From an optimization exercise on the open Yosys and OpenROAD flow, aimed at small area and a short achievable clock period; shortcuts taken in it are not production practice.
Function was checked by simulation only, so behaviour that the tests miss may differ from the original.
No activity file was given, so power comes from the tool's default toggle rates.

--- flow/config.mk ---
export PLATFORM = sky130hd
export DESIGN_NAME = dp_sram_be
export DESIGN_NICKNAME = dp_sram_be
export VERILOG_FILES = /design/flow/design.v
export SDC_FILE = /design/flow/constraint.sdc
export NUM_CORES = 4
export LEC_CHECK = 0
export CAP_MARGIN = 20
export CORE_MARGIN = 2
export CORE_UTILIZATION = 45
export SLEW_MARGIN = 20
--- flow/run.sh ---
#!/bin/bash
# synth_recipe.tcl (not shown) runs the flow's synth.tcl, then flattens the netlist and writes it again
# the make line also repeats each setting of config.mk as NAME=value (left out here)
make -C /OpenROAD-flow-scripts/flow DESIGN_CONFIG=/design/flow/config.mk WORK_HOME=/design/flow/orfs CLKGATE_MAP_FILE= SYNTH_SCRIPT=/design/flow/synth_recipe.tcl finish
--- flow/design.v ---
package dp_sram_pkg;
  localparam bit RDW_OLD = 1'b0;
  localparam bit RDW_NEW = 1'b1;
  localparam int MRG_W  = 1024;
  localparam int MRG_BE = MRG_W / 8;
  typedef enum logic {
    CLEAR,
    READY
  } ctl_state_e;
  function automatic logic [MRG_W-1:0] lane_merge(
    input logic [MRG_W-1:0]  old_w,
    input logic [MRG_W-1:0]  new_w,
    input logic [MRG_BE-1:0] be
  );
    logic [MRG_W-1:0] res;
    res = old_w;
    for (int k = 0; k < MRG_BE; k++) begin
      if (be[k]) res[8*k +: 8] = new_w[8*k +: 8];
    end
    lane_merge = res;
  endfunction
endpackage
module dp_sram_clr_seq
#(
  parameter int ADDR_W = 8
) (
  input  logic              clk,
  input  logic              rst,
  output logic              clr_we,
  output logic [ADDR_W-1:0] clr_addr,
  output logic              init_done
);
  dp_sram_pkg::ctl_state_e        state;
  logic [ADDR_W-1:0] clr_idx;
  always_ff @(posedge clk) begin
    if (!rst) begin
      state     <= dp_sram_pkg::CLEAR;
      clr_idx   <= '0;
      init_done <= 1'b0;
    end else begin
      unique case (state)
        dp_sram_pkg::CLEAR: begin
          clr_idx <= clr_idx + ADDR_W'(1);
          if (clr_idx == '1) begin
            state     <= dp_sram_pkg::READY;
            init_done <= 1'b1;
          end
        end
        dp_sram_pkg::READY: begin
          init_done <= 1'b1;
        end
      endcase
    end
  end
  assign clr_we   = (state == dp_sram_pkg::CLEAR) & rst;
  assign clr_addr = clr_idx;
endmodule
module dp_sram_be
#(
  parameter int DATA_W   = 16,
  parameter int ADDR_W   = 7,
  parameter int RDW_MODE = 0
) (
  input  logic                clk,
  input  logic                rst,
  output logic                init_done,
  output logic                collision,
  input  logic                en_a,
  input  logic                we_a,
  input  logic [DATA_W/8-1:0] be_a,
  input  logic [ADDR_W-1:0]   addr_a,
  input  logic [DATA_W-1:0]   wdata_a,
  output logic [DATA_W-1:0]   rdata_a,
  output logic                rvalid_a,
  input  logic                en_b,
  input  logic                we_b,
  input  logic [DATA_W/8-1:0] be_b,
  input  logic [ADDR_W-1:0]   addr_b,
  input  logic [DATA_W-1:0]   wdata_b,
  output logic [DATA_W-1:0]   rdata_b,
  output logic                rvalid_b
);
  localparam int BE_W  = DATA_W / 8;
  localparam int DEPTH = 1 << ADDR_W;
  logic [DATA_W-1:0] mem [DEPTH];
  logic              clr_we;
  logic [ADDR_W-1:0] clr_addr;
  dp_sram_clr_seq #(
    .ADDR_W(ADDR_W)
  ) u_clr (
    .clk      (clk),
    .rst      (rst),
    .clr_we   (clr_we),
    .clr_addr (clr_addr),
    .init_done(init_done)
  );
  function automatic logic [DATA_W-1:0] mrg(
    input logic [DATA_W-1:0] o,
    input logic [DATA_W-1:0] n,
    input logic [BE_W-1:0]   b
  );
    mrg = DATA_W'(dp_sram_pkg::lane_merge(dp_sram_pkg::MRG_W'(o), dp_sram_pkg::MRG_W'(n), dp_sram_pkg::MRG_BE'(b)));
  endfunction
  logic rd_a, rd_b, wr_a, wr_b, same;
  assign rd_a = init_done & en_a & ~we_a;
  assign rd_b = init_done & en_b & ~we_b;
  assign wr_a = init_done & en_a & we_a;
  assign wr_b = init_done & en_b & we_b;
  assign same = (addr_a == addr_b);
  logic              pa_we;
  logic [ADDR_W-1:0] pa_addr;
  logic [BE_W-1:0]   pa_be;
  logic [DATA_W-1:0] pa_wdata;
  assign pa_we    = clr_we | wr_a;
  assign pa_addr  = clr_we ? clr_addr : addr_a;
  assign pa_be    = clr_we ? '1 : be_a;
  assign pa_wdata = clr_we ? '0 : wdata_a;
  always_ff @(posedge clk) begin
    for (int k = 0; k < BE_W; k++) begin
      if (wr_b && be_b[k])
        mem[addr_b][8*k +: 8] <= wdata_b[8*k +: 8];
      if (pa_we && pa_be[k])
        mem[pa_addr][8*k +: 8] <= pa_wdata[8*k +: 8];
    end
  end
  logic [DATA_W-1:0] thru_a, thru_b;
  always_comb begin
    thru_a = mem[addr_a];
    thru_b = mem[addr_b];
    if (RDW_MODE == int'(dp_sram_pkg::RDW_NEW)) begin
      if (wr_b && same) thru_a = mrg(mem[addr_a], wdata_b, be_b);
      if (wr_a && same) thru_b = mrg(mem[addr_b], wdata_a, be_a);
    end
  end
  always_ff @(posedge clk) begin
    if (!rst) begin
      rdata_a   <= '0;
      rdata_b   <= '0;
      rvalid_a  <= 1'b0;
      rvalid_b  <= 1'b0;
      collision <= 1'b0;
    end else begin
      rvalid_a  <= rd_a;
      rvalid_b  <= rd_b;
      collision <= init_done & en_a & en_b & same & (we_a | we_b);
      if (rd_a) rdata_a <= thru_a;
      if (rd_b) rdata_b <= thru_b;
    end
  end
endmodule
--- flow/constraint.sdc ---
create_clock -name core_clock -period 5.0 [get_ports {clk}]
set_input_delay 1.0000 -clock core_clock [delete_from_list [all_inputs] [get_ports {clk}]]
set_output_delay 1.0000 -clock core_clock [all_outputs]
set_load 0.01 [all_outputs]
==> results of run 1 <==
[routing by layer]
layer	track usage (%)	vias to the layer above	wire length [um]
li1	-	40510	-
met1	57.34	52880	223400
met2	65.67	10160	271900
met3	15.77	2472	97070
met4	36.04	50	63410
met5	0.2771	-	405
[cell usage in the layout (no fill, tap or decap), drive strengths merged, types with 63 or more instances in the layout]
cell type	n
a221oi	199
clkdlybuf4s50	63
a22oi	247
nand3	113
mux4	605
o21ai	1649
o22ai	191
nand2	1683
clkinv	90
mux2	887
mux2i	394
nor2	304
buf	928
edfxtp	2048
a21oi	210
clkbuf	309
a31oi	63
[registers in the layout, summed over array words and instances, names as in the netlist]
name and flops:
collision 1, mem 2048, rdata_a 16, rdata_b 16, rvalid_a 1, rvalid_b 1
u_clr.clr_idx 7, u_clr.init_done 1, u_clr.state 1
[layout make-up]
class | instances | area [um2] | area share (%)
flip-flops and latches | 2092 | 62380 | 44.74
multi-input cells | 7129 | 55620 | 39.90
repair buffers | 992 | 8951 | 6.420
clock buffers | 308 | 6362 | 4.564
well taps | 3570 | 4467 | 3.204
clock inverters | 135 | 1425 | 1.022
diodes | 59 | 147.6 | 0.1059
inverters | 13 | 61.31 | 0.04398
[logic make-up after synthesis]
group | Yosys count
AOI/OAI and AO/OA | 2885
and+or+nand+nor | 2345
DFF | 2092
muxes | 1886
buffers and inverters | 1177
xor gates and xnor gates | 12
adders and majority gates | 1
[how the worst max path moves through the flow]
| stage | from | endpoint | slack (ps) |
|---|---|---|---|
| after floorplan | addr_b[2] | mem[10][10] | 1640 |
| after global placement | we_b | mem[76][11] | -120 |
| after detailed placement | we_b | mem[4][12] | -20 |
| after CTS | u_clr.init_done | mem[4][10] | 770 |
| after global routing | u_clr.init_done | mem[12][14] | 800 |
| final | u_clr.init_done | mem[12][14] | 580 |
[per-stage QoR]
stage	total power [mW]	instance area [um2]	util, %
after floorplan	22.51	122900	-
after global placement	25.01	131400	48.44
after detailed placement	25.08	131500	48.47
after CTS	42.93	139200	51.34
after global routing	43.80	139300	51.35
final	43.37	139400	51.40
[power by group through the flow]
stage / Clock, mW / Combinational [mW] / Sequential, mW
floorplan: 0 / 2.84 / 19.7
global placement: 0 / 5.33 / 19.7
detailed placement: 0 / 5.39 / 19.7
CTS: 18.2 / 5.41 / 19.3
global route: 18.8 / 5.70 / 19.3
finish: 18.3 / 5.74 / 19.3
==> run_results.csv, run 1 <==
group,metric,value,unit
outcome,run_status,"timing/DRC/antenna clean",
critical_path,end_kind,"register",
clock_tree,clk_pin_slew_worst_paths,70,ps
clock_tree,cts_tree,"done",
place,dp_slack,-20.07,ps
timing,finalCritPeriodShare,88.39,%
synth,synthMuxAreaShare,22.43,%
synth,ys_warn_count,2,
clock_tree,clk-insertion-delay-late,980,ps
pwr,comb_power_share,13.2,%
min_path,hold_path_end,"u_clr.init_done",
synth,synth-compound-area-share,14.09,%
synth,syn_area,122900,um2
clock_tree,cts_resized,0,
floorplan,die_y,526.5,um
timing,maxSlewViolCount,0,
synth,synth_simple_gate_area_share,8.334,%
route,ant_nets,0,
timing,fmax,0.2263,GHz
place,placed_cells,13790,
critical_path,r2r_slack,580,ps
clock_tree,root_buffer,"clkbuf_16",
synth,synth_ff_type,"edfxtp_1",
synth,yosysMostFrequentCell,"edfxtp_1",
place,gp_congestion,1.049,
timing,worst_slack,580.5,ps
final_layout,nFillCells,23370,
critical_path,critical-path-max-stage-delay,940,ps
critical_path,r2r_cells,6,
timing,setup_viol,0,
timing,tightest_slew,1400,ps
clock_tree,cts_made_buffers,239,
route,vias_per_cell,7.419,
global_route,track_usage,46.15,%
pwr,p_int,31.36,mW
critical_path,crit_path_start_kind,"register",
synth,synth_nets,10460,
route,firstDrtPassIters,7,
pwr,power_density,311.1,nW/um2
route,drt_iter0_drc,21020,
pwr,power.net_switching,12.01,mW
floorplan,start_util,45.30,%
clock_tree,cts_sinks,2092,
pwr,switching_share,27.70,%
pwr,peakVddDrop,337.3,uV
clock_tree,cts_buffer_depth,4,
synth,yosysTopAreaCell,"edfxtp_1",
run,maxCapViolations,0,
floorplan,die_w,526.5,um
critical_path,path_max_fanout,8,
timing,skew,57.25,ps
global_route,first_global_vias,98130,
critical_path,crit_slowest_cell,"nand2_1",
final_layout,final_cells,14300,
synth,synth-edff-count,2048,
synth,ys_top_cells_by_count,"edfxtp_1 (2048), nand2_1 (1678), o21ai_0 (1644)",
critical_path,cp.required,5670,ps
min_path,hold_start,"rst",
route,routed_wl,656200,um
clock_tree,htreeDepth,4,
critical_path,cp_num_buf_inv,3,
timing,period_needed,4420,ps
final_layout,drive_above_1_share,27.63,%
timing,hold_violations,0,
critical_path,crit_family,"simple AND/OR/NAND/NOR gates",
place,post-dp-hpwl,443200,um
timing,whs,304.7,ps
critical_path,worst-path-stages,6,
critical_path,r2r_start,"u_clr.init_done",
global_route,grt_pass1_wl,873500,um
synth,synthTopCellsByArea,"edfxtp_1 (50%), mux4_2 (11%), mux2_2 (7.9%), o21ai_0 (6.7%), nand2_1 (5.1%)",
floorplan,io_pins,92,
critical_path,worstPathCellList,"and4_1 > nand2_1 > buf_4 > buf_4 > o21ai_0 > buf_4",
pwr,power_frac_clock,42.2,%
route,vias,106100,
min_path,hold_path_class,"in2reg",
route,routedWlPerCell,45.89,um
route,drc_errors,0,
synth,ys_seq_area_share,50.77,%
synth,synth_top_area_share,50.05,%
synth,async_reset_ff_share,0,%
pwr,cellLeakagePower,48.17,nW
min_path,whs_path_depth,2,
synth,ys_seq_elements,2092,
critical_path,reg2reg_to,"mem[12][14]",
clock_tree,post_cts_buffers,0,
critical_path,crit_path_frequent_cell,"buf_4",
synth,synth_fa_ha_area_share,0.01018,%
synth,synth.avg_cell_area,11.82,um2
synth,synth-xor-area-share,0.08554,%
floorplan,core,271200,um2
synth,postSynthCellCount,10400,
global_route,antenna_found_initial,86,
floorplan,dieArea,277200,um2
final_layout,area.growth.synth_to_final,13.46,%
critical_path,crit_type,"reg2reg",
global_route,grt_max_degree,129,
pwr,p_seq_share,44.5,%
clock_tree,cts_hold_buf,0,
synth,synth_top_family_by_area,"multiplexers",
synth,synth_cell_types,86,
final_layout,nets,10520,
timing,slew_headroom,5.464,%
global_route,grt.overflow.total,0,
place,numPortBuffers,91,
timing,rsz0062_at_grt,"false",
timing,tns,0,ps
floorplan,row_count,191,
critical_path,crit_arrival,5090,ps
==> run 2, diff against run 1 <==
--- a/flow/config.mk
+++ b/flow/config.mk
@@ -7,5 +7,6 @@
 export LEC_CHECK = 0
 export CAP_MARGIN = 20
 export CORE_MARGIN = 2
-export CORE_UTILIZATION = 45
+export CORE_UTILIZATION = 42
+export SETUP_SLACK_MARGIN = 1.8
 export SLEW_MARGIN = 20
==> run 2 against run 1 <==
- cell area increased by 0.85%
- critical path depth is 1 higher
- sequential cell count is the same
- critical path type is now in2reg
==> run_results.csv, run 2 <==
group,metric,value,unit
final_layout,multi_input_area,56150,um2
critical_path,worstPathCellList,"buf_8 > clkinv_2 > buf_4 > mux2i_1 > o21ai_0 > o211ai_1 > o211ai_1",
clock_tree,root_buffer,"clkbuf_16",
floorplan,dieArea,296900,um2
clock_tree,cts_buffer_depth,4,
min_path,hold_path_class,"reg2reg",
clock_tree,clk_pin_slew_worst_paths,70,ps
final_layout,largest_reg_flops,2048,
pwr,peakVddDrop,354.0,uV
clock_tree,cts_hold_buf,0,
final_layout,final_cell_mix,"edfxtp_1 (2048), nand2_1 (1620), o21ai_0 (1583)",
synth,syn_area,122900,um2
timing,finalCritPeriodShare,70.39,%
route,routedWlPerCell,44.84,um
synth,ys_seq_area_share,50.77,%
timing,setup_viol,0,
synth,synth_top_area_share,50.05,%
clock_tree,cts_sinks,2092,
route,firstDrtPassIters,7,
synth,synth.avg_cell_area,11.82,um2
critical_path,cp.required,5810,ps
route,drt_iter0_drc,20280,
critical_path,path_max_fanout,38,
final_layout,max_flop_register,"mem",
floorplan,row_count,198,
place,numPortBuffers,91,
synth,synth_ff_type,"edfxtp_1",
synth,yosysMostFrequentCell,"edfxtp_1",
critical_path,end_kind,"register",
final_layout,nets,10560,
global_route,first_global_vias,98460,
final_layout,drive_above_1_share,28.93,%
timing,period_needed,3519,ps
outcome,run_status,"timing/DRC/antenna clean",
synth,ys_top_cells_by_count,"edfxtp_1 (2048), nand2_1 (1678), o21ai_0 (1644)",
global_route,grt.overflow.total,0,
final_layout,regArea,62390,um2
timing,rsz0062_at_grt,"true",
place,placed_cells,14130,
final_layout,final_common_cell,"edfxtp_1",
synth,ys_warn_count,2,
timing,skew,50.40,ps
clock_tree,clk-insertion-delay-late,990,ps
floorplan,die_w,544.9,um
synth,ys_seq_elements,2092,
global_route,grt_max_degree,94,
synth,yosysTopAreaCell,"edfxtp_1",
place,place_area,131800,um2
synth,synth-edff-count,2048,
critical_path,critical-path-max-stage-delay,900,ps
final_layout,final_area,140600,um2
global_route,antenna_found_initial,85,
clock_tree,cts_tree,"done",
route,drc_errors,0,
clock_tree,htreeDepth,4,
route,routed_wl,656700,um
synth,synthTopCellsByArea,"edfxtp_1 (50%), mux4_2 (11%), mux2_2 (7.9%), o21ai_0 (6.7%), nand2_1 (5.1%)",
final_layout,nFillCells,25780,
timing,tightest_slew,1411,ps
floorplan,die_y,544.9,um
synth,synth_cell_types,86,
critical_path,crit_family,"compound AO/OA/AOI/OAI gates",
route,vias,106200,
timing,tns,0,ps
synth,postSynthCellCount,10400,
synth,async_reset_ff_share,0,%
global_route,track_usage,43.23,%
timing,fmax,0.2841,GHz
floorplan,start_util,42.21,%
final_layout,top_regs,"mem (2048), rdata_a (16), rdata_b (16)",
place,post-dp-hpwl,437100,um
critical_path,cp_num_buf_inv,3,
place,gp_congestion,1.036,
synth,synth_nets,10460,
timing,hold_violations,0,
floorplan,io_pins,92,
global_route,grt_pass1_wl,870700,um
floorplan,core,291100,um2
critical_path,crit_slowest_cell,"o211ai_1",
clock_tree,cts_made_buffers,239,
route,ant_nets,0,
final_layout,final_cells,14650,
critical_path,crit_arrival,4330,ps
route,vias_per_cell,7.251,
timing,slew_headroom,4.918,%
critical_path,crit_path_frequent_cell,"o211ai_1",
timing,maxSlewViolCount,0,
run,maxCapViolations,0,
critical_path,crit_path_start_kind,"input port",
pwr,cellLeakagePower,48.48,nW
critical_path,crit_type,"in2reg",
pwr,power_density,306.6,nW/um2
final_layout,area.growth.synth_to_final,14.43,%
[run 2: worst reg2reg max path, cell delays in order (launching register included)]
cell and delay, ps:
dfxtp_1 400, nand2b_2 480, o21a_1 540, nor2_2 190, buf_4 380, nand3_1 540, o21ai_0 230, buf_4 220
[run 2: cell type report]
type                    instances  share of cell area (%)
well taps                    3900                   3.470
repair buffers               1023                   6.647
inverters                      13                 0.04716
clock inverters               142                  0.9539
clock buffers                 301                   4.492
diodes                         46                 0.08187
multi-input cells            7130                   39.94
flip-flops and latches       2092                   44.37
[run 2: timing repair]
action,4_1_cts,5_1_grt
resized for setup,107,73
pin swaps,14,5
setup buffers,13,8
gates cloned,2,4
setup endpoints to repair,1177,664
[run 2: logic make-up after synthesis]
| family | after synthesis | synth area share, % |
|---|---|---|
| DFF | 2092 | 50.77 |
| xor gates and xnor gates | 12 | 0.08554 |
| muxes | 1886 | 22.43 |
| buffers and inverters | 1177 | 4.284 |
| adders and majority gates | 1 | 0.01018 |
| AOI/OAI and AO/OA | 2885 | 14.09 |
| and+or+nand+nor | 2345 | 8.334 |
[run 2: per-layer routing]
layer | vias up | wire (um) | track usage, %
met4 | 62 | 62610 | 33.68
met3 | 2515 | 98710 | 15.02
met5 | - | 437 | 0.3409
met2 | 10380 | 275000 | 62.43
met1 | 52700 | 220000 | 52.75
li1 | 40550 | - | -
[run 2: report_power, final]
part           switching (mW)  leakage [nW]  total (mW)  internal [mW]
Combinational            4.00          26.0        5.76           1.76
Sequential             0.0285          18.8        19.3           19.3
Clock                    7.99          3.72        18.0           10.0
[run 2: metrics by stage]
| step | hold slack, ps | utilization, % | total power, mW | setup slack (ps) |
|---|---|---|---|---|
| 2_1_floorplan | 481.8 | - | 22.51 | 1637 |
| 3_3_place_gp | 550.0 | 45.24 | 24.95 | -220.5 |
| 3_5_place_dp | 550.2 | 45.28 | 25.02 | -204.5 |
| 4_1_cts | 560.9 | 48.12 | 42.65 | 1624 |
| 5_1_grt | 601.5 | 48.27 | 43.62 | 1606 |
| 6_report | 591.3 | 48.30 | 43.10 | 1481 |
[run 2: worst paths after layout]
kind	from	to	slack [ps]	depth (start not counted)
hold reg to reg	rdata_a[7]	rdata_a[7]	590	2
hold / removal	rdata_a[7]	rdata_a[7]	590	2
setup / recovery	addr_a[1]	rdata_a[5]	1480	7
setup reg to reg	u_clr.state	mem[54][11]	1720	7

==> static timing again, ports no longer ideal <==
Ports are ideal in the flow. The routed layouts listed here were re-timed in OpenROAD. Step 1 sets driving cells, clkbuf_16 on the clock port and buf_2 on the other inputs (assumed; they add their load-dependent delay and slew). Step 2 moves the port delays by t, midway between the first and last clock arrival at a register: inputs arrive t later, outputs are due t later. That takes back most of the time a late clock gives input paths. Slacks: ideal ports / drivers / drivers and shift; pairs: ideal ports / drivers.
run	t, ns	setup WS [ns]	slew at the worst register clock pin (ns)	worst data-port slew with drivers (ns)
run 1	1.054	0.580 / 0.580 / -0.228	0.07 / 0.07	0.23
run 2	1.065	1.481 / 1.283 / 0.218	0.07 / 0.07	0.36
With both steps, setup timing fails in run 1, where it was met with ideal ports. The setup slack of run 2, which loses most, moves by -0.198 ns with the drivers and by -1.263 ns with both steps.
